What follows belongs to an exercise in optimizing a design on an open flow for small area, a short achievable clock period and few clock cycles; a production flow would make more cautious choices. In this exercise RTL edits were held to simulation tests only and were not proved equivalent to the original. Power and IR drop assume default switching activity.

## flow/design.v (module list and top-level ports; edited modules follow where they fit)
// module mac_dot: 1530 lines
// module mac_fa: 4 lines
// module mac_ha: 4 lines
// module mac_hai: 4 lines
// module mac_top: 99 lines
module mac_top (
    input  logic         CLK,
    input  logic         RSTN,
    input  logic [11:0]  mnt_i,        
    input  logic         start_i,
    output logic         done_o,
    output logic [3:0]   w_rd_o,       
    input  logic [63:0]  w_rdata_i,    
    output logic [3:0]   i_rd_o,       
    input  logic [63:0]  i_rdata_i,    
    output logic [68:0]  o_wr_o        
);
  // ...
==> flow/flow/run.sh <==
#!/bin/bash
# The standard layout with two changes:
#  - the smallest buffer on every port (repair_timing upsizes the ones on
#    critical paths)
#  - a clock tree of fewer, larger leaf clusters and no dummy loads
bash standard.sh \
  "BUFFER_PORTS_ARGS=-buffer_cell sky130_fd_sc_hd__buf_1" \
  "CTS_ARGS=-sink_clustering_enable -sink_clustering_size 24 -sink_clustering_max_diameter 80 -buf_list {sky130_fd_sc_hd__clkbuf_8 sky130_fd_sc_hd__clkbuf_16} -dont_use_dummy_load -repair_clock_nets" \
  finish > standard.log 2>&1
==> flow/standard.sh <==
#!/bin/bash
# synth_recipe.tcl (not shown) runs the flow's synth.tcl, then flattens the netlist and writes it again
# the make line also repeats each setting of config.mk as NAME=value (left out here)
make -C /OpenROAD-flow-scripts/flow DESIGN_CONFIG=/design/flow/config.mk WORK_HOME=/design/flow/orfs CLKGATE_MAP_FILE= SYNTH_SCRIPT=/design/flow/synth_recipe.tcl "${@:-finish}"
==> flow/config.mk <==
export PLATFORM = sky130hd
export DESIGN_NAME = mac_top
export DESIGN_NICKNAME = mac_top
export VERILOG_FILES = /design/flow/design.v
export SDC_FILE = /design/flow/constraint.sdc
export NUM_CORES = 4
export LEC_CHECK = 0
export CAP_MARGIN = 20
export CORE_MARGIN = 2
export CORE_UTILIZATION = 30
export SETUP_SLACK_MARGIN = 3.0
export SLEW_MARGIN = 20
export SYNTH_HIERARCHICAL = 1
==> flow/constraint.sdc <==
create_clock -name core_clock -period 5.5 [get_ports {CLK}]
set_input_delay 1.1000 -clock core_clock [delete_from_list [all_inputs] [get_ports {CLK}]]
set_output_delay 1.1000 -clock core_clock [all_outputs]
set_load 0.01 [all_outputs]
==> flow_summary.toml, run 1 <==
[finish]
area_growth_pct = 16.2
seq_share_pct = 33.8
drive_gt1_share_pct = 20.7
nFlopsAndLatches = 244
top_area_cell_class = "multi-input gates"
postLayoutCoreUtil_pct = 35.2
clock_area_share_pct = 2.73
seq_area_um2 = 4970
final_cells = 1696
largest_register_ffs = 64

[power_and_ir_drop]
p_switching_mw = 3.41
switching_share_pct = 40.0
p_clk_mw = 1.11

[setup_path]
r2r_start = "dot_inst.c636_q"
reg2reg_slack_ps = 2960
crit_chain = "fa_1, fa_1, ha_4, a21oi_2, o21ai_4, a2111oi_4, nor3_2, xnor2_1"

[outcome]
status = "complete, no violations"

[logic_synthesis]
synthXorXnorAreaFrac_pct = 1.92
ys_warn_count = 8
synth_most_common_cell = "dfxtp_1"
synth-simple-area-share_pct = 15.1
yosysUniqueCellTypes = 48
ys_async_sr_fraction_pct = 6.15
synth_area_um2 = 12600

[grt]
track_usage_pct = 14.8
antenna_found_initial = 0

[clock_tree]
cts_made_buffers = 16
ctsResizeCount = 53

[place]
finalWeightedCongestion = 0.916
dp_hpwl_um = 25500

[sta]
timing_hold_violations_final = 0
Testbench counts, summed over its fixed seeds: cycles 5,706.
==> module mac_top, before the edit <==
module mac_top (
    input  logic         CLK,
    input  logic         RSTN,
    input  logic [11:0]  mnt_i,        
    input  logic         start_i,
    output logic         done_o,
    output logic [3:0]   w_rd_o,       
    input  logic [63:0]  w_rdata_i,    
    output logic [3:0]   i_rd_o,       
    input  logic [63:0]  i_rdata_i,    
    output logic [68:0]  o_wr_o        
);
    localparam int LAT = 2;        
    logic [3:0] m_dim, n_dim, t_dim;
    assign m_dim = mnt_i[11:8];
    assign n_dim = mnt_i[7:4];
    assign t_dim = mnt_i[3:0];
    logic        active_q;     
    logic        busy_q;       
    logic [1:0]  lane_q;       
    logic [2:0]  row_q;        
    logic [LAT:0] v_q;         
    logic [LAT:0] fin_q;       
    logic [LAT:0] first_q;     
    logic [LAT:0] last_q;      
    logic [3:0]   mask_q;      
    logic [63:0] acc_q;        
    logic        wen_q;
    logic [2:0]  waddr_q;      
    logic        done_q;
    logic        accept, rd_valid, first, lastl, fin;
    logic [1:0]  mlast;
    assign accept   = start_i && !active_q;
    assign mlast    = (n_dim == 4'd0) ? 2'd0 : m_dim[1:0] - 2'd1;
    assign rd_valid = busy_q || (accept && mlast == 2'd3);     
    assign first    = (lane_q == mlast);
    assign lastl    = (lane_q == 2'd0);
    assign fin      = lastl && ({1'b0, row_q} == t_dim - 4'd1);
    always_ff @(posedge CLK or negedge RSTN) begin
        if (!RSTN) begin
            active_q <= 1'b0;
            busy_q   <= 1'b0;
            lane_q   <= 2'd3;
            row_q    <= 3'd0;
            v_q      <= '0;
            fin_q    <= '0;
            wen_q    <= 1'b0;
            done_q   <= 1'b0;
        end else begin
            active_q <= accept || (active_q && !done_q);
            v_q      <= {v_q[LAT-1:0], rd_valid};
            fin_q    <= {fin_q[LAT-1:0], rd_valid && fin};
            wen_q    <= v_q[LAT] && last_q[LAT];
            done_q   <= fin_q[LAT];
            if (rd_valid) begin
                busy_q <= !fin;
                if (fin) begin
                    lane_q <= 2'd3;
                    row_q  <= 3'd0;
                end else if (lastl) begin
                    lane_q <= mlast;
                    row_q  <= row_q + 3'd1;
                end else begin
                    lane_q <= lane_q - 2'd1;
                end
            end else if (accept) begin
                busy_q <= 1'b1;
                lane_q <= mlast;
            end
        end
    end
    always_ff @(posedge CLK) begin
        first_q  <= {first_q[LAT-1:0], first};
        last_q   <= {last_q[LAT-1:0], lastl};
        waddr_q  <= active_q ? waddr_q + {2'b00, wen_q} : 3'd0;
        for (int n = 0; n < 4; n++) mask_q[n] <= (n_dim > n);
    end
    logic [31:0] x_b, w_b;             
    logic [15:0] dot;
    for (genvar n = 0; n < 4; n++) begin : g_byte
        assign x_b[8*n +: 8] = i_rdata_i[63-8*n -: 8];
        assign w_b[8*n +: 8] = w_rdata_i[63-8*n -: 8];
    end
    mac_dot dot_inst (
        .CLK    (CLK),
        .x_i    (x_b),
        .w_i    (w_b),
        .mask_i (mask_q),
        .dot_o  (dot)
    );
    always_ff @(posedge CLK) begin
        acc_q[63:48] <= dot;
        acc_q[47:0]  <= first_q[LAT] ? 48'd0 : acc_q[63:16];
    end
    assign w_rd_o = {1'b1, 1'b0, lane_q};
    assign i_rd_o = {1'b1, row_q};
    assign o_wr_o = {wen_q, waddr_q, 1'b0, acc_q};
    assign done_o = done_q;
endmodule
==> inputs of run 2 (changes only) <==
--- a/flow/design.v
+++ b/flow/design.v
@@ -724,168 +724,168 @@
     logic c712;
     logic s713;
     logic c714;
     logic s715;
     logic c716;
     logic s717;
     logic c718;
     logic s719;
-    logic pp65_q;
-    logic s257_q;
-    logic s265_q;
-    logic s263_q;
-    logic c266_q;
-    logic c264_q;
-    logic s275_q;
-    logic s277_q;
-    logic s287_q;
-    logic c276_q;
-    logic c278_q;
-    logic s289_q;
-    logic s291_q;
-    logic s293_q;
-    logic s305_q;
-    logic c290_q;
-    logic c292_q;
-    logic c294_q;
-    logic s307_q;
-    logic s309_q;
-    logic s311_q;
-    logic s313_q;
-    logic c310_q;
-    logic c312_q;
-    logic c314_q;
-    logic s331_q;
-    logic s333_q;
-    logic s335_q;
-    logic s337_q;
-    logic s339_q;
-    logic c332_q;
-    logic c334_q;
-    logic c336_q;
-    logic c338_q;
-    logic s359_q;
-    logic s361_q;
-    logic s363_q;
-    logic s365_q;
-    logic s367_q;
-    logic s369_q;
-    logic c340_q;
-    logic c366_q;
-    logic c368_q;
-    logic c370_q;
-    logic s391_q;
-    logic s393_q;
-    logic s395_q;
-    logic s397_q;
-    logic s399_q;
-    logic s401_q;
-    logic s403_q;
-    logic s405_q;
-    logic c394_q;
-    logic c396_q;
-    logic c398_q;
-    logic c400_q;
-    logic c402_q;
-    logic c404_q;
-    logic s425_q;
-    logic s427_q;
-    logic s429_q;
-    logic s431_q;
-    logic s433_q;
-    logic s435_q;
-    logic c406_q;
-    logic s437_q;
-    logic c428_q;
-    logic c430_q;
-    logic c432_q;
-    logic c434_q;
-    logic c436_q;
-    logic s455_q;
-    logic s457_q;
-    logic s459_q;
-    logic s461_q;
-    logic s463_q;
-    logic c438_q;
-    logic s465_q;
-    logic c462_q;
-    logic c464_q;
-    logic s481_q;
-    logic s483_q;
-    logic s485_q;
-    logic s487_q;
-    logic s489_q;
-    logic c466_q;
-    logic s491_q;
-    logic c486_q;
-    logic c488_q;
-    logic c490_q;
-    logic s503_q;
-    logic s505_q;
-    logic s507_q;
-    logic s509_q;
-    logic c492_q;
-    logic s511_q;
-    logic c504_q;
-    logic c506_q;
-    logic c508_q;
-    logic c510_q;
-    logic s521_q;
-    logic s523_q;
-    logic s525_q;
-    logic c512_q;
-    logic c524_q;
-    logic c526_q;
-    logic s531_q;
-    logic s533_q;
-    logic s535_q;
-    logic s539_q;
-    logic c536_q;
-    logic s541_q;
-    logic c538_q;
-    logic c540_q;
-    logic c542_q;
-    logic pp65_q_q;
-    logic s257_q_q;
-    logic s263_q_q;
-    logic s265_q_q;
-    logic s277_q_q;
-    logic s543_q;
-    logic s549_q;
-    logic s559_q;
-    logic s571_q;
-    logic s583_q;
-    logic c572_q;
-    logic s585_q;
-    logic c586_q;
-    logic s601_q;
-    logic c600_q;
-    logic s617_q;
-    logic s619_q;
-    logic c602_q;
-    logic s637_q;
-    logic s639_q;
-    logic c636_q;
-    logic s651_q;
-    logic c638_q;
-    logic s653_q;
-    logic c640_q;
-    logic c654_q;
-    logic s667_q;
-    logic s677_q;
-    logic c668_q;
-    logic s679_q;
-    logic s685_q;
-    logic c680_q;
-    logic s687_q;
-    logic s693_q;
-    logic c688_q;
-    logic c694_q;
-    logic s696_q;
+    logic pp65_q1;
+    logic s257_q1;
+    logic s265_q1;
+    logic s263_q1;
+    logic c266_q1;
+    logic c264_q1;
+    logic s275_q1;
+    logic s277_q1;
+    logic s287_q1;
+    logic c276_q1;
+    logic c278_q1;
+    logic s289_q1;
+    logic s291_q1;
+    logic s293_q1;
+    logic s305_q1;
+    logic c290_q1;
+    logic c292_q1;
+    logic c294_q1;
+    logic s307_q1;
+    logic s309_q1;
+    logic s311_q1;
+    logic s313_q1;
+    logic c310_q1;
+    logic c312_q1;
+    logic c314_q1;
+    logic s331_q1;
+    logic s333_q1;
+    logic s335_q1;
+    logic s337_q1;
+    logic s339_q1;
+    logic c332_q1;
+    logic c334_q1;
+    logic c336_q1;
+    logic c338_q1;
+    logic s359_q1;
+    logic s361_q1;
+    logic s363_q1;
+    logic s365_q1;
+    logic s367_q1;
+    logic s369_q1;
+    logic c340_q1;
+    logic c366_q1;
+    logic c368_q1;
+    logic c370_q1;
+    logic s391_q1;
+    logic s393_q1;
+    logic s395_q1;
+    logic s397_q1;
+    logic s399_q1;
+    logic s401_q1;
+    logic s403_q1;
+    logic s405_q1;
+    logic c394_q1;
+    logic c396_q1;
+    logic c398_q1;
+    logic c400_q1;
+    logic c402_q1;
+    logic c404_q1;
+    logic s425_q1;
+    logic s427_q1;
+    logic s429_q1;
+    logic s431_q1;
+    logic s433_q1;
+    logic s435_q1;
+    logic c406_q1;
+    logic s437_q1;
+    logic c428_q1;
+    logic c430_q1;
+    logic c432_q1;
+    logic c434_q1;
+    logic c436_q1;
+    logic s455_q1;
+    logic s457_q1;
+    logic s459_q1;
+    logic s461_q1;
+    logic s463_q1;
+    logic c438_q1;
+    logic s465_q1;
+    logic c462_q1;
+    logic c464_q1;
+    logic s481_q1;
+    logic s483_q1;
+    logic s485_q1;
+    logic s487_q1;
+    logic s489_q1;
+    logic c466_q1;
+    logic s491_q1;
+    logic c486_q1;
+    logic c488_q1;
+    logic c490_q1;
+    logic s503_q1;
+    logic s505_q1;
+    logic s507_q1;
+    logic s509_q1;
+    logic c492_q1;
+    logic s511_q1;
+    logic c504_q1;
+    logic c506_q1;
+    logic c508_q1;
+    logic c510_q1;
+    logic s521_q1;
+    logic s523_q1;
+    logic s525_q1;
+    logic c512_q1;
+    logic c524_q1;
+    logic c526_q1;
+    logic s531_q1;
+    logic s533_q1;
+    logic s535_q1;
+    logic s539_q1;
+    logic c536_q1;
+    logic s541_q1;
+    logic c538_q1;
+    logic c540_q1;
+    logic c542_q1;
+    logic pp65_q1_q2;
+    logic s257_q1_q2;
+    logic s263_q1_q2;
+    logic s265_q1_q2;
+    logic s277_q1_q2;
+    logic s543_q2;
+    logic s549_q2;
+    logic s559_q2;
+    logic s571_q2;
+    logic s583_q2;
+    logic c572_q2;
+    logic s585_q2;
+    logic c586_q2;
+    logic s601_q2;
+    logic c600_q2;
+    logic s617_q2;
+    logic s619_q2;
+    logic c602_q2;
+    logic s637_q2;
+    logic s639_q2;
+    logic c636_q2;
+    logic s651_q2;
+    logic c638_q2;
+    logic s653_q2;
+    logic c640_q2;
+    logic c654_q2;
+    logic s667_q2;
+    logic s677_q2;
+    logic c668_q2;
+    logic s679_q2;
+    logic s685_q2;
+    logic c680_q2;
+    logic s687_q2;
+    logic s693_q2;
+    logic c688_q2;
+    logic c694_q2;
+    logic s696_q2;
     assign pp1 = ~(xm[0] & w_i[0]);
     assign pp2 = ~(xm[0] & w_i[1]);
     assign pp3 = ~(xm[0] & w_i[2]);
     assign pp4 = ~(xm[0] & w_i[3]);
     assign pp5 = ~(xm[0] & w_i[4]);
     assign pp6 = ~(xm[0] & w_i[5]);
     assign pp7 = ~(xm[0] & w_i[6]);
     assign pp8 = xm[0] & w_i[7];
@@ -1275,263 +1275,263 @@
     mac_fa u_s527 (.a(pp120), .b(pp127), .c(pp184), .s(s527), .co(c528));
     mac_fa u_s529 (.a(pp191), .b(pp248), .c(pp255), .s(s529), .co(c530));
     mac_fa u_s531 (.a(pp56), .b(pp63), .c(c514), .s(s531), .co(c532));
     mac_fa u_s533 (.a(c516), .b(c518), .c(c520), .s(s533), .co(c534));
     mac_fa u_s535 (.a(s527), .b(s529), .c(c522), .s(s535), .co(c536));
     mac_fa u_s537 (.a(pp128), .b(pp192), .c(pp256), .s(s537), .co(c538));
     mac_fa u_s539 (.a(pp64), .b(c528), .c(c530), .s(s539), .co(c540));
     mac_fa u_s541 (.a(s537), .b(c532), .c(c534), .s(s541), .co(c542));
-    mac_fa u_s543 (.a(c264_q), .b(c266_q), .c(s275_q), .s(s543), .co(c544));
-    mac_fa u_s545 (.a(c276_q), .b(c278_q), .c(s287_q), .s(s545), .co(c546));
-    mac_fa u_s547 (.a(s289_q), .b(s291_q), .c(s293_q), .s(s547), .co(c548));
+    mac_fa u_s543 (.a(c264_q1), .b(c266_q1), .c(s275_q1), .s(s543), .co(c544));
+    mac_fa u_s545 (.a(c276_q1), .b(c278_q1), .c(s287_q1), .s(s545), .co(c546));
+    mac_fa u_s547 (.a(s289_q1), .b(s291_q1), .c(s293_q1), .s(s547), .co(c548));
     mac_fa u_s549 (.a(c544), .b(s545), .c(s547), .s(s549), .co(c550));
-    mac_fa u_s551 (.a(c290_q), .b(c292_q), .c(c294_q), .s(s551), .co(c552));
-    mac_fa u_s553 (.a(s305_q), .b(s307_q), .c(s309_q), .s(s553), .co(c554));
-    mac_fa u_s555 (.a(s311_q), .b(s313_q), .c(c546), .s(s555), .co(c556));
+    mac_fa u_s551 (.a(c290_q1), .b(c292_q1), .c(c294_q1), .s(s551), .co(c552));
+    mac_fa u_s553 (.a(s305_q1), .b(s307_q1), .c(s309_q1), .s(s553), .co(c554));
+    mac_fa u_s555 (.a(s311_q1), .b(s313_q1), .c(c546), .s(s555), .co(c556));
     mac_fa u_s557 (.a(c548), .b(s551), .c(s553), .s(s557), .co(c558));
     mac_fa u_s559 (.a(c550), .b(s555), .c(s557), .s(s559), .co(c560));
-    mac_fa u_s561 (.a(c310_q), .b(c312_q), .c(c314_q), .s(s561), .co(c562));
-    mac_fa u_s563 (.a(s331_q), .b(s333_q), .c(s335_q), .s(s563), .co(c564));
-    mac_fa u_s565 (.a(s337_q), .b(s339_q), .c(c552), .s(s565), .co(c566));
+    mac_fa u_s561 (.a(c310_q1), .b(c312_q1), .c(c314_q1), .s(s561), .co(c562));
+    mac_fa u_s563 (.a(s331_q1), .b(s333_q1), .c(s335_q1), .s(s563), .co(c564));
+    mac_fa u_s565 (.a(s337_q1), .b(s339_q1), .c(c552), .s(s565), .co(c566));
     mac_fa u_s567 (.a(c554), .b(s561), .c(s563), .s(s567), .co(c568));
     mac_fa u_s569 (.a(c556), .b(c558), .c(s565), .s(s569), .co(c570));
     mac_fa u_s571 (.a(s567), .b(c560), .c(s569), .s(s571), .co(c572));
-    mac_fa u_s573 (.a(c332_q), .b(c334_q), .c(c336_q), .s(s573), .co(c574));
-    mac_fa u_s575 (.a(c338_q), .b(c340_q), .c(s359_q), .s(s575), .co(c576));
-    mac_fa u_s577 (.a(s361_q), .b(s363_q), .c(s365_q), .s(s577), .co(c578));
-    mac_fa u_s579 (.a(s367_q), .b(s369_q), .c(c562), .s(s579), .co(c580));
+    mac_fa u_s573 (.a(c332_q1), .b(c334_q1), .c(c336_q1), .s(s573), .co(c574));
+    mac_fa u_s575 (.a(c338_q1), .b(c340_q1), .c(s359_q1), .s(s575), .co(c576));
+    mac_fa u_s577 (.a(s361_q1), .b(s363_q1), .c(s365_q1), .s(s577), .co(c578));
+    mac_fa u_s579 (.a(s367_q1), .b(s369_q1), .c(c562), .s(s579), .co(c580));
     mac_fa u_s581 (.a(c564), .b(s573), .c(s575), .s(s581), .co(c582));
     mac_fa u_s583 (.a(s577), .b(c566), .c(c568), .s(s583), .co(c584));
     mac_fa u_s585 (.a(s579), .b(s581), .c(c570), .s(s585), .co(c586));
-    mac_fa u_s587 (.a(c366_q), .b(c368_q), .c(c370_q), .s(s587), .co(c588));
-    mac_fa u_s589 (.a(s391_q), .b(s393_q), .c(s395_q), .s(s589), .co(c590));
-    mac_fa u_s591 (.a(s397_q), .b(s399_q), .c(s401_q), .s(s591), .co(c592));
-    mac_fa u_s593 (.a(s403_q), .b(s405_q), .c(c574), .s(s593), .co(c594));
+    mac_fa u_s587 (.a(c366_q1), .b(c368_q1), .c(c370_q1), .s(s587), .co(c588));
+    mac_fa u_s589 (.a(s391_q1), .b(s393_q1), .c(s395_q1), .s(s589), .co(c590));
+    mac_fa u_s591 (.a(s397_q1), .b(s399_q1), .c(s401_q1), .s(s591), .co(c592));
+    mac_fa u_s593 (.a(s403_q1), .b(s405_q1), .c(c574), .s(s593), .co(c594));
     mac_fa u_s595 (.a(c576), .b(c578), .c(s587), .s(s595), .co(c596));
     mac_fa u_s597 (.a(s589), .b(s591), .c(c580), .s(s597), .co(c598));
     mac_fa u_s599 (.a(c582), .b(s593), .c(s595), .s(s599), .co(c600));
     mac_fa u_s601 (.a(c584), .b(s597), .c(s599), .s(s601), .co(c602));
-    mac_fa u_s603 (.a(c394_q), .b(c396_q), .c(c398_q), .s(s603), .co(c604));
-    mac_fa u_s605 (.a(c400_q), .b(c402_q), .c(c404_q), .s(s605), .co(c606));
-    mac_fa u_s607 (.a(c406_q), .b(s425_q), .c(s427_q), .s(s607), .co(c608));
-    mac_fa u_s609 (.a(s429_q), .b(s431_q), .c(s433_q), .s(s609), .co(c610));
-    mac_fa u_s611 (.a(s435_q), .b(s437_q), .c(c588), .s(s611), .co(c612));
+    mac_fa u_s603 (.a(c394_q1), .b(c396_q1), .c(c398_q1), .s(s603), .co(c604));
+    mac_fa u_s605 (.a(c400_q1), .b(c402_q1), .c(c404_q1), .s(s605), .co(c606));
+    mac_fa u_s607 (.a(c406_q1), .b(s425_q1), .c(s427_q1), .s(s607), .co(c608));
+    mac_fa u_s609 (.a(s429_q1), .b(s431_q1), .c(s433_q1), .s(s609), .co(c610));
+    mac_fa u_s611 (.a(s435_q1), .b(s437_q1), .c(c588), .s(s611), .co(c612));
     mac_fa u_s613 (.a(c590), .b(c592), .c(s603), .s(s613), .co(c614));
     mac_fa u_s615 (.a(s605), .b(s607), .c(s609), .s(s615), .co(c616));
     mac_fa u_s617 (.a(c594), .b(c596), .c(s611), .s(s617), .co(c618));
     mac_fa u_s619 (.a(s613), .b(s615), .c(c598), .s(s619), .co(c620));
-    mac_fa u_s621 (.a(c428_q), .b(c430_q), .c(c432_q), .s(s621), .co(c622));
-    mac_fa u_s623 (.a(c434_q), .b(c436_q), .c(c438_q), .s(s623), .co(c624));
-    mac_fa u_s625 (.a(s455_q), .b(s457_q), .c(s459_q), .s(s625), .co(c626));
-    mac_fa u_s627 (.a(s461_q), .b(s463_q), .c(s465_q), .s(s627), .co(c628));
+    mac_fa u_s621 (.a(c428_q1), .b(c430_q1), .c(c432_q1), .s(s621), .co(c622));
+    mac_fa u_s623 (.a(c434_q1), .b(c436_q1), .c(c438_q1), .s(s623), .co(c624));
+    mac_fa u_s625 (.a(s455_q1), .b(s457_q1), .c(s459_q1), .s(s625), .co(c626));
+    mac_fa u_s627 (.a(s461_q1), .b(s463_q1), .c(s465_q1), .s(s627), .co(c628));
     mac_fa u_s629 (.a(c604), .b(c606), .c(c608), .s(s629), .co(c630));
     mac_fa u_s631 (.a(c610), .b(s621), .c(s623), .s(s631), .co(c632));
     mac_fa u_s633 (.a(s625), .b(s627), .c(c612), .s(s633), .co(c634));
     mac_fa u_s635 (.a(c614), .b(c616), .c(s629), .s(s635), .co(c636));
     mac_fa u_s637 (.a(s631), .b(c618), .c(s633), .s(s637), .co(c638));
     mac_hai u_s639 (.a(s635), .b(c620), .s(s639), .co(c640));
-    mac_fa u_s641 (.a(c462_q), .b(c464_q), .c(c466_q), .s(s641), .co(c642));
-    mac_fa u_s643 (.a(s481_q), .b(s483_q), .c(s485_q), .s(s643), .co(c644));
-    mac_fa u_s645 (.a(s487_q), .b(s489_q), .c(s491_q), .s(s645), .co(c646));
+    mac_fa u_s641 (.a(c462_q1), .b(c464_q1), .c(c466_q1), .s(s641), .co(c642));
+    mac_fa u_s643 (.a(s481_q1), .b(s483_q1), .c(s485_q1), .s(s643), .co(c644));
+    mac_fa u_s645 (.a(s487_q1), .b(s489_q1), .c(s491_q1), .s(s645), .co(c646));
     mac_fa u_s647 (.a(c622), .b(c624), .c(c626), .s(s647), .co(c648));
     mac_fa u_s649 (.a(c628), .b(s641), .c(s643), .s(s649), .co(c650));
     mac_fa u_s651 (.a(s645), .b(c630), .c(c632), .s(s651), .co(c652));
     mac_fa u_s653 (.a(s647), .b(s649), .c(c634), .s(s653), .co(c654));
-    mac_fa u_s655 (.a(c486_q), .b(c488_q), .c(c490_q), .s(s655), .co(c656));
-    mac_fa u_s657 (.a(c492_q), .b(s503_q), .c(s505_q), .s(s657), .co(c658));
-    mac_fa u_s659 (.a(s507_q), .b(s509_q), .c(s511_q), .s(s659), .co(c660));
+    mac_fa u_s655 (.a(c486_q1), .b(c488_q1), .c(c490_q1), .s(s655), .co(c656));
+    mac_fa u_s657 (.a(c492_q1), .b(s503_q1), .c(s505_q1), .s(s657), .co(c658));
+    mac_fa u_s659 (.a(s507_q1), .b(s509_q1), .c(s511_q1), .s(s659), .co(c660));
     mac_fa u_s661 (.a(c642), .b(c644), .c(c646), .s(s661), .co(c662));
     mac_fa u_s663 (.a(s655), .b(s657), .c(s659), .s(s663), .co(c664));
     mac_fa u_s665 (.a(c648), .b(c650), .c(s661), .s(s665), .co(c666));
     mac_fa u_s667 (.a(s663), .b(c652), .c(s665), .s(s667), .co(c668));
-    mac_fa u_s669 (.a(c504_q), .b(c506_q), .c(c508_q), .s(s669), .co(c670));
-    mac_fa u_s671 (.a(c510_q), .b(c512_q), .c(s521_q), .s(s671), .co(c672));
-    mac_fa u_s673 (.a(s523_q), .b(s525_q), .c(c656), .s(s673), .co(c674));
+    mac_fa u_s669 (.a(c504_q1), .b(c506_q1), .c(c508_q1), .s(s669), .co(c670));
+    mac_fa u_s671 (.a(c510_q1), .b(c512_q1), .c(s521_q1), .s(s671), .co(c672));
+    mac_fa u_s673 (.a(s523_q1), .b(s525_q1), .c(c656), .s(s673), .co(c674));
     mac_fa u_s675 (.a(c658), .b(c660), .c(s669), .s(s675), .co(c676));
     mac_fa u_s677 (.a(s671), .b(c662), .c(c664), .s(s677), .co(c678));
     mac_fa u_s679 (.a(s673), .b(s675), .c(c666), .s(s679), .co(c680));
-    mac_fa u_s681 (.a(c524_q), .b(c526_q), .c(s531_q), .s(s681), .co(c682));
-    mac_fa u_s683 (.a(s533_q), .b(s535_q), .c(c670), .s(s683), .co(c684));
+    mac_fa u_s681 (.a(c524_q1), .b(c526_q1), .c(s531_q1), .s(s681), .co(c682));
+    mac_fa u_s683 (.a(s533_q1), .b(s535_q1), .c(c670), .s(s683), .co(c684));
     mac_fa u_s685 (.a(c672), .b(s681), .c(c674), .s(s685), .co(c686));
     mac_fa u_s687 (.a(c676), .b(s683), .c(c678), .s(s687), .co(c688));
-    mac_fa u_s689 (.a(c536_q), .b(s539_q), .c(s541_q), .s(s689), .co(c690));
+    mac_fa u_s689 (.a(c536_q1), .b(s539_q1), .c(s541_q1), .s(s689), .co(c690));
     mac_fa u_s691 (.a(c682), .b(s689), .c(c684), .s(s691), .co(c692));
     mac_hai u_s693 (.a(c686), .b(s691), .s(s693), .co(c694));
-    assign s695 = c538_q ^ c540_q ^ c542_q;
+    assign s695 = c538_q1 ^ c540_q1 ^ c542_q1;
     assign s696 = c690 ^ s695 ^ c692;
-    mac_fa u_s697 (.a(c572_q), .b(s583_q), .c(s585_q), .s(s697), .co(c698));
-    mac_hai u_s699 (.a(c586_q), .b(s601_q), .s(s699), .co(c700));
-    mac_fa u_s701 (.a(c600_q), .b(c602_q), .c(s617_q), .s(s701), .co(c702));
-    mac_hai u_s703 (.a(s619_q), .b(c700), .s(s703), .co(c704));
-    mac_fa u_s705 (.a(s637_q), .b(s639_q), .c(c702), .s(s705), .co(c706));
-    mac_fa u_s707 (.a(c636_q), .b(c638_q), .c(c640_q), .s(s707), .co(c708));
-    mac_fa u_s709 (.a(s651_q), .b(s653_q), .c(s707), .s(s709), .co(c710));
-    mac_fa u_s711 (.a(c654_q), .b(s667_q), .c(c708), .s(s711), .co(c712));
-    mac_fa u_s713 (.a(c668_q), .b(s677_q), .c(s679_q), .s(s713), .co(c714));
-    mac_fa u_s715 (.a(c680_q), .b(s685_q), .c(s687_q), .s(s715), .co(c716));
-    mac_hai u_s717 (.a(c688_q), .b(s693_q), .s(s717), .co(c718));
-    assign s719 = c694_q ^ s696_q ^ c718;
+    mac_fa u_s697 (.a(c572_q2), .b(s583_q2), .c(s585_q2), .s(s697), .co(c698));
+    mac_hai u_s699 (.a(c586_q2), .b(s601_q2), .s(s699), .co(c700));
+    mac_fa u_s701 (.a(c600_q2), .b(c602_q2), .c(s617_q2), .s(s701), .co(c702));
+    mac_hai u_s703 (.a(s619_q2), .b(c700), .s(s703), .co(c704));
+    mac_fa u_s705 (.a(s637_q2), .b(s639_q2), .c(c702), .s(s705), .co(c706));
+    mac_fa u_s707 (.a(c636_q2), .b(c638_q2), .c(c640_q2), .s(s707), .co(c708));
+    mac_fa u_s709 (.a(s651_q2), .b(s653_q2), .c(s707), .s(s709), .co(c710));
+    mac_fa u_s711 (.a(c654_q2), .b(s667_q2), .c(c708), .s(s711), .co(c712));
+    mac_fa u_s713 (.a(c668_q2), .b(s677_q2), .c(s679_q2), .s(s713), .co(c714));
+    mac_fa u_s715 (.a(c680_q2), .b(s685_q2), .c(s687_q2), .s(s715), .co(c716));
+    mac_hai u_s717 (.a(c688_q2), .b(s693_q2), .s(s717), .co(c718));
+    assign s719 = c694_q2 ^ s696_q2 ^ c718;
     always_ff @(posedge CLK) begin
-        pp65_q <= pp65;
-        s257_q <= s257;
-        s265_q <= s265;
-        s263_q <= s263;
-        c266_q <= c266;
-        c264_q <= c264;
-        s275_q <= s275;
-        s277_q <= s277;
-        s287_q <= s287;
-        c276_q <= c276;
-        c278_q <= c278;
-        s289_q <= s289;
-        s291_q <= s291;
-        s293_q <= s293;
-        s305_q <= s305;
-        c290_q <= c290;
-        c292_q <= c292;
-        c294_q <= c294;
-        s307_q <= s307;
-        s309_q <= s309;
-        s311_q <= s311;
-        s313_q <= s313;
-        c310_q <= c310;
-        c312_q <= c312;
-        c314_q <= c314;
-        s331_q <= s331;
-        s333_q <= s333;
-        s335_q <= s335;
-        s337_q <= s337;
-        s339_q <= s339;
-        c332_q <= c332;
-        c334_q <= c334;
-        c336_q <= c336;
-        c338_q <= c338;
-        s359_q <= s359;
-        s361_q <= s361;
-        s363_q <= s363;
-        s365_q <= s365;
-        s367_q <= s367;
-        s369_q <= s369;
-        c340_q <= c340;
-        c366_q <= c366;
-        c368_q <= c368;
-        c370_q <= c370;
-        s391_q <= s391;
-        s393_q <= s393;
-        s395_q <= s395;
-        s397_q <= s397;
-        s399_q <= s399;
-        s401_q <= s401;
-        s403_q <= s403;
-        s405_q <= s405;
-        c394_q <= c394;
-        c396_q <= c396;
-        c398_q <= c398;
-        c400_q <= c400;
-        c402_q <= c402;
-        c404_q <= c404;
-        s425_q <= s425;
-        s427_q <= s427;
-        s429_q <= s429;
-        s431_q <= s431;
-        s433_q <= s433;
-        s435_q <= s435;
-        c406_q <= c406;
-        s437_q <= s437;
-        c428_q <= c428;
-        c430_q <= c430;
-        c432_q <= c432;
-        c434_q <= c434;
-        c436_q <= c436;
-        s455_q <= s455;
-        s457_q <= s457;
-        s459_q <= s459;
-        s461_q <= s461;
-        s463_q <= s463;
-        c438_q <= c438;
-        s465_q <= s465;
-        c462_q <= c462;
-        c464_q <= c464;
-        s481_q <= s481;
-        s483_q <= s483;
-        s485_q <= s485;
-        s487_q <= s487;
-        s489_q <= s489;
-        c466_q <= c466;
-        s491_q <= s491;
-        c486_q <= c486;
-        c488_q <= c488;
-        c490_q <= c490;
-        s503_q <= s503;
-        s505_q <= s505;
-        s507_q <= s507;
-        s509_q <= s509;
-        c492_q <= c492;
-        s511_q <= s511;
-        c504_q <= c504;
-        c506_q <= c506;
-        c508_q <= c508;
-        c510_q <= c510;
-        s521_q <= s521;
-        s523_q <= s523;
-        s525_q <= s525;
-        c512_q <= c512;
-        c524_q <= c524;
-        c526_q <= c526;
-        s531_q <= s531;
-        s533_q <= s533;
-        s535_q <= s535;
-        s539_q <= s539;
-        c536_q <= c536;
-        s541_q <= s541;
-        c538_q <= c538;
-        c540_q <= c540;
-        c542_q <= c542;
-        pp65_q_q <= pp65_q;
-        s257_q_q <= s257_q;
-        s263_q_q <= s263_q;
-        s265_q_q <= s265_q;
-        s277_q_q <= s277_q;
-        s543_q <= s543;
-        s549_q <= s549;
-        s559_q <= s559;
-        s571_q <= s571;
-        s583_q <= s583;
-        c572_q <= c572;
-        s585_q <= s585;
-        c586_q <= c586;
-        s601_q <= s601;
-        c600_q <= c600;
-        s617_q <= s617;
-        s619_q <= s619;
-        c602_q <= c602;
-        s637_q <= s637;
-        s639_q <= s639;
-        c636_q <= c636;
-        s651_q <= s651;
-        c638_q <= c638;
-        s653_q <= s653;
-        c640_q <= c640;
-        c654_q <= c654;
-        s667_q <= s667;
-        s677_q <= s677;
-        c668_q <= c668;
-        s679_q <= s679;
-        s685_q <= s685;
-        c680_q <= c680;
-        s687_q <= s687;
-        s693_q <= s693;
-        c688_q <= c688;
-        c694_q <= c694;
-        s696_q <= s696;
+        pp65_q1 <= pp65;
+        s257_q1 <= s257;
+        s265_q1 <= s265;
+        s263_q1 <= s263;
+        c266_q1 <= c266;
+        c264_q1 <= c264;
+        s275_q1 <= s275;
+        s277_q1 <= s277;
+        s287_q1 <= s287;
+        c276_q1 <= c276;
+        c278_q1 <= c278;
+        s289_q1 <= s289;
+        s291_q1 <= s291;
+        s293_q1 <= s293;
+        s305_q1 <= s305;
+        c290_q1 <= c290;
+        c292_q1 <= c292;
+        c294_q1 <= c294;
+        s307_q1 <= s307;
+        s309_q1 <= s309;
+        s311_q1 <= s311;
+        s313_q1 <= s313;
+        c310_q1 <= c310;
+        c312_q1 <= c312;
+        c314_q1 <= c314;
+        s331_q1 <= s331;
+        s333_q1 <= s333;
+        s335_q1 <= s335;
+        s337_q1 <= s337;
+        s339_q1 <= s339;
+        c332_q1 <= c332;
+        c334_q1 <= c334;
+        c336_q1 <= c336;
+        c338_q1 <= c338;
+        s359_q1 <= s359;
+        s361_q1 <= s361;
+        s363_q1 <= s363;
+        s365_q1 <= s365;
+        s367_q1 <= s367;
+        s369_q1 <= s369;
+        c340_q1 <= c340;
+        c366_q1 <= c366;
+        c368_q1 <= c368;
+        c370_q1 <= c370;
+        s391_q1 <= s391;
+        s393_q1 <= s393;
+        s395_q1 <= s395;
+        s397_q1 <= s397;
+        s399_q1 <= s399;
+        s401_q1 <= s401;
+        s403_q1 <= s403;
+        s405_q1 <= s405;
+        c394_q1 <= c394;
+        c396_q1 <= c396;
+        c398_q1 <= c398;
+        c400_q1 <= c400;
+        c402_q1 <= c402;
+        c404_q1 <= c404;
+        s425_q1 <= s425;
+        s427_q1 <= s427;
+        s429_q1 <= s429;
+        s431_q1 <= s431;
+        s433_q1 <= s433;
+        s435_q1 <= s435;
+        c406_q1 <= c406;
+        s437_q1 <= s437;
+        c428_q1 <= c428;
+        c430_q1 <= c430;
+        c432_q1 <= c432;
+        c434_q1 <= c434;
+        c436_q1 <= c436;
+        s455_q1 <= s455;
+        s457_q1 <= s457;
+        s459_q1 <= s459;
+        s461_q1 <= s461;
+        s463_q1 <= s463;
+        c438_q1 <= c438;
+        s465_q1 <= s465;
+        c462_q1 <= c462;
+        c464_q1 <= c464;
+        s481_q1 <= s481;
+        s483_q1 <= s483;
+        s485_q1 <= s485;
+        s487_q1 <= s487;
+        s489_q1 <= s489;
+        c466_q1 <= c466;
+        s491_q1 <= s491;
+        c486_q1 <= c486;
+        c488_q1 <= c488;
+        c490_q1 <= c490;
+        s503_q1 <= s503;
+        s505_q1 <= s505;
+        s507_q1 <= s507;
+        s509_q1 <= s509;
+        c492_q1 <= c492;
+        s511_q1 <= s511;
+        c504_q1 <= c504;
+        c506_q1 <= c506;
+        c508_q1 <= c508;
+        c510_q1 <= c510;
+        s521_q1 <= s521;
+        s523_q1 <= s523;
+        s525_q1 <= s525;
+        c512_q1 <= c512;
+        c524_q1 <= c524;
+        c526_q1 <= c526;
+        s531_q1 <= s531;
+        s533_q1 <= s533;
+        s535_q1 <= s535;
+        s539_q1 <= s539;
+        c536_q1 <= c536;
+        s541_q1 <= s541;
+        c538_q1 <= c538;
+        c540_q1 <= c540;
+        c542_q1 <= c542;
+        pp65_q1_q2 <= pp65_q1;
+        s257_q1_q2 <= s257_q1;
+        s263_q1_q2 <= s263_q1;
+        s265_q1_q2 <= s265_q1;
+        s277_q1_q2 <= s277_q1;
+        s543_q2 <= s543;
+        s549_q2 <= s549;
+        s559_q2 <= s559;
+        s571_q2 <= s571;
+        s583_q2 <= s583;
+        c572_q2 <= c572;
+        s585_q2 <= s585;
+        c586_q2 <= c586;
+        s601_q2 <= s601;
+        c600_q2 <= c600;
+        s617_q2 <= s617;
+        s619_q2 <= s619;
+        c602_q2 <= c602;
+        s637_q2 <= s637;
+        s639_q2 <= s639;
+        c636_q2 <= c636;
+        s651_q2 <= s651;
+        c638_q2 <= c638;
+        s653_q2 <= s653;
+        c640_q2 <= c640;
+        c654_q2 <= c654;
+        s667_q2 <= s667;
+        s677_q2 <= s677;
+        c668_q2 <= c668;
+        s679_q2 <= s679;
+        s685_q2 <= s685;
+        c680_q2 <= c680;
+        s687_q2 <= s687;
+        s693_q2 <= s693;
+        c688_q2 <= c688;
+        c694_q2 <= c694;
+        s696_q2 <= s696;
     end
     logic [15:0] ra, rb;
-    assign ra = {s719, s717, c714, s713, c710, c706, c704, s703, s699, s697, s571_q, s559_q, s549_q, s277_q_q, s263_q_q, pp65_q_q};
-    assign rb = {1'b1, c716, s715, c712, s711, s709, s705, s701, c698, 1'b1, 1'b1, 1'b1, 1'b1, s543_q, s265_q_q, s257_q_q};
+    assign ra = {s719, s717, c714, s713, c710, c706, c704, s703, s699, s697, s571_q2, s559_q2, s549_q2, s277_q1_q2, s263_q1_q2, pp65_q1_q2};
+    assign rb = {1'b1, c716, s715, c712, s711, s709, s705, s701, c698, 1'b1, 1'b1, 1'b1, 1'b1, s543_q2, s265_q1_q2, s257_q1_q2};
     assign dot_o = ~(ra + rb + 16'd1);
 endmodule
 module mac_fa (input logic a, b, c, output logic s, co);
     assign s  = a ^ b ^ c;
     assign co = (a & b) | (a & c) | (b & c);
 endmodule
 module mac_ha (input logic a, b, output logic s, co);
     assign s  = a ^ b;
@@ -1558,20 +1558,19 @@
     logic [3:0] m_dim, n_dim, t_dim;
     assign m_dim = mnt_i[11:8];
     assign n_dim = mnt_i[7:4];
     assign t_dim = mnt_i[3:0];
     logic        active_q;     
     logic        busy_q;       
     logic [1:0]  lane_q;       
     logic [2:0]  row_q;        
-    logic [LAT:0] v_q;         
+    logic [LAT:0] wl_q;        
     logic [LAT:0] fin_q;       
     logic [LAT:0] first_q;     
-    logic [LAT:0] last_q;      
     logic [3:0]   mask_q;      
     logic [63:0] acc_q;        
     logic        wen_q;
     logic [2:0]  waddr_q;      
     logic        done_q;
     logic        accept, rd_valid, first, lastl, fin;
     logic [1:0]  mlast;
     assign accept   = start_i && !active_q;
@@ -1581,25 +1580,25 @@
     assign lastl    = (lane_q == 2'd0);
     assign fin      = lastl && ({1'b0, row_q} == t_dim - 4'd1);
     always_ff @(posedge CLK or negedge RSTN) begin
         if (!RSTN) begin
             active_q <= 1'b0;
             busy_q   <= 1'b0;
             lane_q   <= 2'd3;
             row_q    <= 3'd0;
-            v_q      <= '0;
+            wl_q     <= '0;
             fin_q    <= '0;
             wen_q    <= 1'b0;
             done_q   <= 1'b0;
         end else begin
             active_q <= accept || (active_q && !done_q);
-            v_q      <= {v_q[LAT-1:0], rd_valid};
+            wl_q     <= {wl_q[LAT-1:0], rd_valid && lastl};
             fin_q    <= {fin_q[LAT-1:0], rd_valid && fin};
-            wen_q    <= v_q[LAT] && last_q[LAT];
+            wen_q    <= wl_q[LAT];
             done_q   <= fin_q[LAT];
             if (rd_valid) begin
                 busy_q <= !fin;
                 if (fin) begin
                     lane_q <= 2'd3;
                     row_q  <= 3'd0;
                 end else if (lastl) begin
                     lane_q <= mlast;
@@ -1610,17 +1609,16 @@
             end else if (accept) begin
                 busy_q <= 1'b1;
                 lane_q <= mlast;
             end
         end
     end
     always_ff @(posedge CLK) begin
         first_q  <= {first_q[LAT-1:0], first};
-        last_q   <= {last_q[LAT-1:0], lastl};
         waddr_q  <= active_q ? waddr_q + {2'b00, wen_q} : 3'd0;
         for (int n = 0; n < 4; n++) mask_q[n] <= (n_dim > n);
     end
     logic [31:0] x_b, w_b;             
     logic [15:0] dot;
     for (genvar n = 0; n < 4; n++) begin : g_byte
         assign x_b[8*n +: 8] = i_rdata_i[63-8*n -: 8];
         assign w_b[8*n +: 8] = w_rdata_i[63-8*n -: 8];
==> flow/config.mk (replaced) <==
export PLATFORM = sky130hd
export DESIGN_NAME = mac_top
export DESIGN_NICKNAME = mac_top
export VERILOG_FILES = /design/flow/design.v
export SDC_FILE = /design/flow/constraint.sdc
export NUM_CORES = 4
export LEC_CHECK = 0
export CAP_MARGIN = 20
export CORE_MARGIN = 2
export CORE_UTILIZATION = 30
export SETUP_SLACK_MARGIN = 3.25
export SLEW_MARGIN = 20
export SYNTH_HIERARCHICAL = 1
==> flow_summary.toml, run 2 <==
[finish]
antenna_cells = 0
fin_area_um2 = 16200
final_cell_mix = "213 x dfxtp_1, 162 x fa_2, 92 x buf_1, 87 x nand2_1, 69 x nand2_4"
final_common_cell = "dfxtp_1"
reg.largest.list = "acc_q: 64 flops, mask_q: 4 flops"
seq_area_um2 = 4930
top_register = "acc_q"
area_growth_pct = 28.6
n_fill_cell = 4016
nets = 1604
multi_input_area_um2 = 8600
largest_register_ffs = 64
drive_gt1_share_pct = 42.7

[setup_path]
startpoint = "dot_inst.c636_q2"
crit_path_start_kind = "register"
worstRegToRegCells = 7
criticalPathCategory = "register to register"
reg2reg_slack_ps = 3020
cp_data_required_time_ps = 5910
r2r_start = "dot_inst.c636_q2"
critPathMaxFanout = 5
endpoint_kind = "register"
cp.arrival_ps = 2900
endpoint = "acc_q[63]"
worstReg2RegEnd = "acc_q[63]"

[drt]
via_count = 7985
viasPerCell = 4.56
antenna_left = 0
drc = 0
drtIter0Drc = 497
drt_wl_total_um = 32900
dr.pass1.iters = 5
routedWlPerCell_um = 18.8

[power_and_ir_drop]
p_switching_mw = 3.48
internal_power_mw = 5.31
p_total_mw = 8.79
clockPowerShare_pct = 13.1
p_leak_nw = 6.31
powerDensity_nw_per_um2 = 543
power_frac_comb_pct = 54.2
power_frac_seq_pct = 32.7
switching_share_pct = 39.6
ir_worst_vdd_uv = 291

[sta]
finalSetupViolCount = 0
rsz0062_at_grt = "yes"
timing_hold_violations_final = 0
min_period_over_period_pct = 45.1
fmax_ghz = 0.403
period_minus_slack_ps = 2480
tightest_slew_ps = 844
slew_viol_final = 0
setup_tns_ps = 0
slew_headroom_pct = 43.7
hold_slack_ps = 331
fin_worst_skew_ps = 42.4

[run]
maxCapViolations = 0

[grt]
gr-total-overflow = 0
track_usage_pct = 15.1
grt_pass1_wl_um = 49800
antenna_found_initial = 0
grt_pass1_vias = 8550
grt_start_max_net_pins = 49

[logic_synthesis]
synth_top_cells_by_count = "226 x dfxtp_1, 224 x fa_1, 204 x nand2_1"
synth.largest_area_cell = "dfxtp_1"
ys_warn_count = 8
syn_avg_cell_area_um2 = 11.9
synth_area_leaders = "dfxtp_1 36%, fa_1 36%, nand2_1 6.1%"
ys.flop_type = "dfxtp_1"
synth_top_area_share_pct = 36.0
ys_async_sr_fraction_pct = 6.22
ys_seq_area_share_pct = 39.0
synth_area_um2 = 12600
synth_most_common_cell = "dfxtp_1"
synth_edf_count = 0
syn_inst = 1056
ys_ff_latch = 241
yosysUniqueCellTypes = 53

[outcome]
status = "complete, no violations"

[clock_tree]
clkSinkCount = 241
root_buffer = "clkbuf_16"
clk_pin_slew_ps = 90
cts_made_buffers = 17
cts.path.max_buffers = 3
h-tree-depth = 1
cts_tree = "done"
worstSkewPairLatency_ps = 510

[floorplan]
die_x_um = 209
start_util_pct = 30.2
die_area_um2 = 43600
fp.coreArea_um2 = 41700
die_h_um = 209
io_pins = 221
fp-row-count = 75

[place]
finalWeightedCongestion = 0.861
port_buffers = 150
dp_hpwl_um = 25900
place_area_um2 = 14600

[hold_path]
holdCritPathClass = "register to register"
[run 2: cell count changes in the layout (fill, tap and decap cells not counted), moves of 32 or more]
cell	delta
fa_1	-109
fa_2	+109
nand2_1	-64
buf_4	+53
nand2_4	+50
buf_6	+32
[run 2: layer usage]
metal	share of wire [%]	global-route usage, %	wire [um]	up-vias
met5	0	0	0	-
met4	2.2	3.13	727	0
met3	6.1	2.74	2010	43
met2	49	26.3	16100	297
met1	43	19.8	14100	4078
li1	-	-	-	3567
[run 2: area by class of cell]
class                           instances  area share [%]
Multi-Input combinational cell        704            53.2
Sequential cell                       241            30.5
Timing Repair Buffer                  213            8.71
Tap cell                              539            4.17
Clock buffer                           17            2.63
Inverter                               37           0.858
[run 2: critical path, stage by stage, from the launching register on]
cell       delay [ps]
dfxtp_1           320
fa_1              550
fa_1              450
ha_4              260
and3_4            200
a2111oi_4         350
nor3_2             70
xnor2_1           210
[run 2: worst min path at each step]
stage / depth (start not counted) / to / slack (ps) / from
final: 0 / wl_q[2] / 330 / wl_q[1]
after detailed placement: 0 / dot_inst.s277_q1_q2 / 310 / dot_inst.s277_q1
after global placement: 0 / first_q[2] / 310 / first_q[1]
after CTS: 0 / wl_q[2] / 330 / wl_q[1]
after global routing: 0 / wl_q[2] / 340 / wl_q[1]
after floorplan: 0 / dot_inst.pp65_q1_q2 / 310 / dot_inst.pp65_q1
[run 2: metrics by stage]
| stage | std cells | setup WS, ps | utilization [%] |
|---|---|---|---|
| detailed placement | 1672 | 2190 | 35.1 |
| global placement | 1672 | 2220 | 35.1 |
| CTS | 1724 | 3010 | 37.7 |
| floorplan | 1058 | 2730 | - |
| finish | 1751 | 3020 | 38.8 |
| global route | 1751 | 2940 | 38.8 |
[run 2: cell families (layout without fill, tap and decap cells)]
kind of cell               count (synthesis)  in the layout  share of synthesized area [%]
buffers and inverters                    113            267                           3.56
DFF                                      241            241                           39.0
other                                      2              4                         0.0597
adders and majority gates                247            247                           37.9
xor gates and xnor gates                  26             26                           1.92
and+or+nand+nor                          383            383                           15.0
muxes                                      2              2                          0.169
AOI/OAI and AO/OA                         42             42                           2.41
[run 2: power by group through the flow]
| stage | clock, mW | combinational [mW] | sequential (mW) |
|---|---|---|---|
| 6_report | 1.15 | 4.77 | 2.87 |
| 5_1_grt | 1.26 | 5.38 | 2.96 |
| 4_1_cts | 1.20 | 4.71 | 2.89 |
| 3_5_place_dp | 0 | 4.44 | 2.93 |
| 3_3_place_gp | 0 | 4.32 | 2.90 |
| 2_1_floorplan | 0 | 3.12 | 2.92 |
[run 2: Yosys stat by module, one instance, submodules excluded]
| module | copies in the design | cells inside |
|---|---|---|
| mac_ha | 1 | 1 |
| mac_top | 1 | 216 |
| mac_fa | 223 | 1 |
| mac_dot | 1 | 586 |
| mac_hai | 6 | 5 |
[run 2: repair_timing]
action	in CTS	in global routing
gates cloned	0	0
hold buffers	0	0
resized for setup	145	86
setup buffers	35	27
endpoints found under the setup margin	125	50
pin swaps	49	58
Testbench counts of run 2, summed over its fixed seeds: cycles 5,706.
==> inputs of run 3 (changes only) <==
--- a/flow/config.mk
+++ b/flow/config.mk
@@ -8,6 +8,6 @@
 export CAP_MARGIN = 20
 export CORE_MARGIN = 2
 export CORE_UTILIZATION = 30
-export SETUP_SLACK_MARGIN = 3.25
+export SETUP_SLACK_MARGIN = 2.85
 export SLEW_MARGIN = 20
 export SYNTH_HIERARCHICAL = 1
==> flow_summary.toml, run 3 <==
[sta]
fin_worst_skew_ps = 44.3
period_minus_slack_ps = 2650
min_period_over_period_pct = 48.1
slew_viol_final = 0
timing_hold_violations_final = 0
finalSetupViolCount = 0
fmax_ghz = 0.378
setup_tns_ps = 0
slew_headroom_pct = 44.4
hold_slack_ps = 333
tightest_slew_ps = 834
rsz0062_at_grt = "yes"

[finish]
final_cells = 1687
final_cell_mix = "220 x dfxtp_1, 184 x nand2_1, 177 x fa_1, 141 x buf_1, 51 x nor2b_1"
antenna_cells = 0
drive_gt1_share_pct = 13.6
area_growth_pct = 13.8
reg.largest.list = "acc_q: 64 flops, mask_q: 4 flops"
n_fill_cell = 4167
top_register = "acc_q"
nets = 1540
final_common_cell = "dfxtp_1"
largest_register_ffs = 64

[floorplan]
io_pins = 221
die_area_um2 = 43600
start_util_pct = 30.2
die_x_um = 209
die_h_um = 209
fp.coreArea_um2 = 41700
fp-row-count = 75

[logic_synthesis]
synth_area_um2 = 12600
syn_avg_cell_area_um2 = 11.9
synth_area_leaders = "dfxtp_1 36%, fa_1 36%, nand2_1 6.1%"
ys_ff_latch = 241
ys_async_sr_fraction_pct = 6.22
syn_inst = 1056
synth_top_cells_by_count = "226 x dfxtp_1, 224 x fa_1, 204 x nand2_1"
synth_most_common_cell = "dfxtp_1"
synth.largest_area_cell = "dfxtp_1"
ys.flop_type = "dfxtp_1"
yosysUniqueCellTypes = 53
synth_edf_count = 0
ys_seq_area_share_pct = 39.0
synth_top_area_share_pct = 36.0
ys_warn_count = 8

[setup_path]
path_depth = 5
crit_chain = "buf_1, nand2_1, fa_2, fa_2, fa_1"
critPathBufInv = 1
slowest_stage = "fa_1"
cp.arrival_ps = 3020
cpPeakStageDelay_ps = 520
criticalPathCategory = "input port to register"
critPathMaxFanout = 8
crit_path_start_kind = "input port"
endpoint_kind = "register"
critical-path-top-delay-family = "adder cells"
crit_top_cell = "fa_2"
cp_data_required_time_ps = 5870
worstRegToRegCells = 7

[drt]
dr.max_layer_used = "met4"
met1_length_um = 13700
via_count = 7655
drc = 0
antenna_left = 0
met3WireLength_um = 2610
drtIter0Drc = 503
dr.pass1.iters = 4
met2_length_um = 13700
viasPerCell = 4.54
drt_wl_total_um = 30800
routedWlPerCell_um = 18.3

[clock_tree]
cts_tree = "done"
worstSkewPairLatency_ps = 500
hold_buffers = 0
cts_made_buffers = 16
cts.path.max_buffers = 3
clkSinkCount = 241
root_buffer = "clkbuf_16"
clk_pin_slew_ps = 90
cts_setup_buffers = 0
h-tree-depth = 1

[outcome]
status = "complete, no violations"

[place]
finalWeightedCongestion = 0.936
port_buffers = 150
dp_cells = 1671
dp_hpwl_um = 25000

[power_and_ir_drop]
powerDensity_nw_per_um2 = 584
p_leak_nw = 5.39
ir_worst_vdd_uv = 271

[grt]
track_usage_pct = 14.6
antenna_found_initial = 1
grt_pass1_wl_um = 48400
gr-total-overflow = 0
grt_pass1_vias = 8466
grt_start_max_net_pins = 49

[hold_path]
holdPathStages = 0
holdCritPathClass = "register to register"

[run]
maxCapViolations = 0
-- run 3: cell count changes in the layout (fill, tap and decap cells not counted), sizes merged --
cell,previous run,this run
buf,202,142
clkbuf,28,24
-- run 3: what timing repair did --
action / CTS / global route
endpoints found under the hold margin: 0 / 0
resized for setup: 11 / 31
setup endpoints to repair: 13 / 8
pin swaps: 3 / 7
-- run 3: logic make-up after synthesis --
| group | share of synthesized area [%] |
|---|---|
| other | 0.0597 |
| flip-flops | 39.0 |
| adder cells (fa/ha/maj) | 37.9 |
| multiplexers | 0.169 |
| AO/OA/AOI/OAI | 2.41 |
| AND/OR/NAND/NOR | 15.0 |
| buffers and inverters | 3.56 |
| XOR/XNOR | 1.92 |
-- run 3: cell type report --
| class | instances | area (um^2) | share of cell area (%) |
|---|---|---|---|
| sequential | 241 | 4910 | 34.3 |
| clock buffer | 16 | 400 | 2.80 |
| timing repair buffer | 150 | 574 | 4.01 |
| multi-input combinational | 704 | 7620 | 53.2 |
| inverter | 37 | 139 | 0.970 |
| tap | 539 | 674 | 4.71 |
-- run 3: worst paths after layout --
path	start	to	slack, ps
setup reg to reg	dot_inst.c640_q2	acc_q[63]	2920
max in group asynchronous	RSTN	fin_q[2]	4320
hold / removal	dot_inst.s257_q1	dot_inst.s257_q1_q2	330
min in group asynchronous	RSTN	wl_q[0]	670
hold reg to reg	dot_inst.s257_q1	dot_inst.s257_q1_q2	330
setup / recovery	w_rdata_i[42]	dot_inst.s405_q1	2850
-- run 3: where the power goes --
part | leakage, nW | total [mW] | internal (mW) | switching, mW
combinational | 3.12 | 4.40 | 2.01 | 2.39
clock | 0.197 | 1.10 | 0.519 | 0.576
sequential | 2.07 | 2.87 | 2.49 | 0.380
total | 5.39 | 8.36 | 5.02 | 3.34
-- run 3: Yosys stat by module, one instance, submodules excluded --
module   cells  area [um^2]
mac_hai      5         27.5
mac_top    216         2710
mac_ha       1         12.5
mac_fa       1         20.0
mac_dot    586         5230
-- run 3: layer usage --
layer	vias up	GRT usage, %
met1	3837	19.9
met4	0	4.19
met3	58	3.68
li1	3419	-
met5	-	0
met2	341	22.9
-- run 3: through the flow --
stage          area, um^2  total power [mW]  worst slack (ps)  util, %
6_report            14300              8.36              2850     34.4
5_1_grt             14300              9.23              2760     34.4
4_1_cts             14200              8.27              2810     34.1
3_5_place_dp        13800              7.04              2270     33.1
3_3_place_gp        13800              6.94              2280     33.1
2_1_floorplan       13100              5.72              2730        -
==> inputs of run 4 (changes only) <==
--- a/flow/config.mk
+++ b/flow/config.mk
@@ -8,6 +8,6 @@
 export CAP_MARGIN = 20
 export CORE_MARGIN = 2
 export CORE_UTILIZATION = 30
-export SETUP_SLACK_MARGIN = 2.85
+export SETUP_SLACK_MARGIN = 3.0
 export SLEW_MARGIN = 20
 export SYNTH_HIERARCHICAL = 1
==> flow_summary.toml, run 4 <==
[finish]
final_common_cell = "dfxtp_1"
largest_register_ffs = 64
drive_gt1_share_pct = 20.3
top_register = "acc_q"
postLayoutCoreUtil_pct = 35.0
final_cell_mix = "218 x dfxtp_1, 169 x fa_1, 148 x nand2_1, 127 x buf_1, 55 x fa_2"
fin_area_um2 = 14600
antenna_cells = 0
final_cells = 1689
reg.largest.list = "acc_q: 64 flops, mask_q: 4 flops"
nets = 1542
area_growth_pct = 15.9

[power_and_ir_drop]
ir_worst_vdd_uv = 300
powerDensity_nw_per_um2 = 578
power_frac_seq_pct = 34.1
clockPowerShare_pct = 13.0
p_leak_nw = 5.54
internal_power_mw = 5.08
power_frac_comb_pct = 52.9
switching_share_pct = 39.8
p_total_mw = 8.43
p_switching_mw = 3.36

[floorplan]
fp.coreArea_um2 = 41700
fp-row-count = 75
io_pins = 221
die_area_um2 = 43600
die_x_um = 209
start_util_pct = 30.2
die_h_um = 209

[logic_synthesis]
synth_edf_count = 0
synth_top_area_share_pct = 36.0
ys_async_sr_fraction_pct = 6.22
synth_area_um2 = 12600
synth_area_leaders = "dfxtp_1 36%, fa_1 36%, nand2_1 6.1%"
ys.flop_type = "dfxtp_1"
ys_warn_count = 8
ys_seq_area_share_pct = 39.0
syn_inst = 1056
yosysUniqueCellTypes = 53
ys_ff_latch = 241
syn_avg_cell_area_um2 = 11.9
synth_most_common_cell = "dfxtp_1"
synth_top_cells_by_count = "226 x dfxtp_1, 224 x fa_1, 204 x nand2_1"
synth.largest_area_cell = "dfxtp_1"

[grt]
gr-total-overflow = 0
grt_start_max_net_pins = 49
grt_pass1_vias = 8207
grt_pass1_wl_um = 48500
antenna_found_initial = 1
track_usage_pct = 14.6

[setup_path]
cp_data_required_time_ps = 5950
critPathMaxFanout = 7
crit_path_start_kind = "input port"
startpoint = "i_rdata_i[41]"
endpoint_kind = "register"
r2r_start = "dot_inst.c640_q2"
worstReg2RegEnd = "acc_q[63]"
criticalPathCategory = "input port to register"
reg2reg_slack_ps = 3050
worstRegToRegCells = 7
cp.arrival_ps = 2950

[hold_path]
holdCritPathClass = "register to register"
hp-start = "dot_inst.pp65_q1"
min_to = "dot_inst.pp65_q1_q2"
holdPathStages = 0

[place]
finalWeightedCongestion = 0.873
port_buffers = 150
dp_cells = 1671
place_area_um2 = 14000
dpl_worst_slack_ps = 2230
dp_hpwl_um = 25600

[sta]
finalSetupViolCount = 0
setup_tns_ps = 0
fin_worst_skew_ps = 39.6
period_minus_slack_ps = 2500
timing_hold_violations_final = 0
hold_slack_ps = 330
layout_setup_ws_ps = 3000
slew_viol_final = 0
fmax_ghz = 0.400
tightest_slew_ps = 861
slew_headroom_pct = 42.6
rsz0062_at_grt = "yes"
min_period_over_period_pct = 45.4

[clock_tree]
root_buffer = "clkbuf_16"
clk_pin_slew_ps = 80
h-tree-depth = 1
worstSkewPairLatency_ps = 510
cts.path.max_buffers = 3
hold_buffers = 0
cts_made_buffers = 16
clkSinkCount = 241
cts_tree = "done"

[drt]
routedWlPerCell_um = 18.4
drt_wl_total_um = 31100
viasPerCell = 4.57
antenna_left = 0
drc = 0
dr.pass1.iters = 5
drtIter0Drc = 524
via_count = 7713

[outcome]
status = "complete, no violations"

[run]
maxCapViolations = 0
## run 4: power groups by stage
stage                     clock [mW]  sequential [mW]  combinational (mW)
after floorplan                    0             2.92                2.84
after global placement             0             2.91                4.00
after detailed placement           0             2.93                4.13
after CTS                       1.15             2.89                4.45
after global routing            1.21             2.96                5.12
final                           1.10             2.88                4.46
## run 4: worst max-delay path by stage
stage                     slack (ps)          endpoint
after global routing            2960         acc_q[63]
after CTS                       2980         acc_q[63]
after floorplan                 2730  dot_inst.s491_q1
after global placement          2270  dot_inst.s405_q1
final                           3000  dot_inst.s465_q1
after detailed placement        2230  dot_inst.s405_q1
## run 4: timing repair
action / in CTS / in global routing
pin swaps: 7 / 11
setup buffers: 1 / 1
resized for setup: 50 / 23
setup endpoints to repair: 34 / 11
## run 4: area by class of cell
| class | instances | area (um^2) |
|---|---|---|
| fillers | 4167 | 27100 |
| multi-input cells | 704 | 7850 |
| flip-flops and latches | 241 | 4910 |
| well taps | 539 | 674 |
| repair buffers | 152 | 607 |
| clock buffers | 16 | 400 |
| inverters | 37 | 139 |
## run 4: Yosys stat by module, one instance, submodules excluded
module / cells / copies in the design / area (um^2) / flip-flops and latches
mac_dot: 586 / 1 / 5230 / 152
mac_top: 216 / 1 / 2710 / 89
mac_hai: 5 / 6 / 27.5 / 0
mac_fa: 1 / 223 / 20.0 / 0
mac_ha: 1 / 1 / 12.5 / 0
## run 4: logic make-up (layout without fill, tap and decap cells)
group	count (synthesis)	after routing	synth area share (%)
buf+inv	113	205	3.56
compound gates	42	42	2.41
other cells	2	4	0.0597
flops	241	241	39.0
mux	2	2	0.169
xor+xnor	26	26	1.92
simple gates	383	383	15.0
fa+ha+maj	247	247	37.9
## run 4: metal layers
layer,routed length [um],vias up,track usage [%]
li1,-,3428,-
met1,13600,3888,19.6
met2,14400,332,24.0
met3,2200,65,3.13
met4,854,0,3.92
met5,0,-,0
## run 4: worst max-delay path: stages
cell	delay, ps
buf_1	140
and2_4	270
nand2_4	70
fa_2	430
fa_2	410
fa_2	540

-- re-timing with driven ports --
The flow's constraints put no driver on any port. The routed layouts listed below were extracted and timed again, unchanged, in two steps.
Step 1: set_driving_cell puts a clkbuf_16 on CLK and a buf_2 on each other input, an assumption about the parent block.
Step 2 times the ports against the registers' clock, not the clock port: input delays grow and output delays shrink by t, the midpoint of the rising clock arrivals with the driver on.
Three values: ideal ports, drivers, drivers and shift; two values: the first two.
run	shift t [ns]	setup slack, ns	worst setup path after step 2
run 1	0.540	2.962 / 2.962 / 2.461	input to register
run 2	0.543	3.019 / 3.019 / 2.553	input to register
run 3	0.528	2.852 / 2.881 / 2.354	input to register
run 4	0.546	3.001 / 3.028 / 2.482	input to register
After both steps setup and hold are still met in every run listed. For run 4, which loses most, drivers alone change the setup slack by +0.027 ns; drivers and shift together by -0.519 ns.
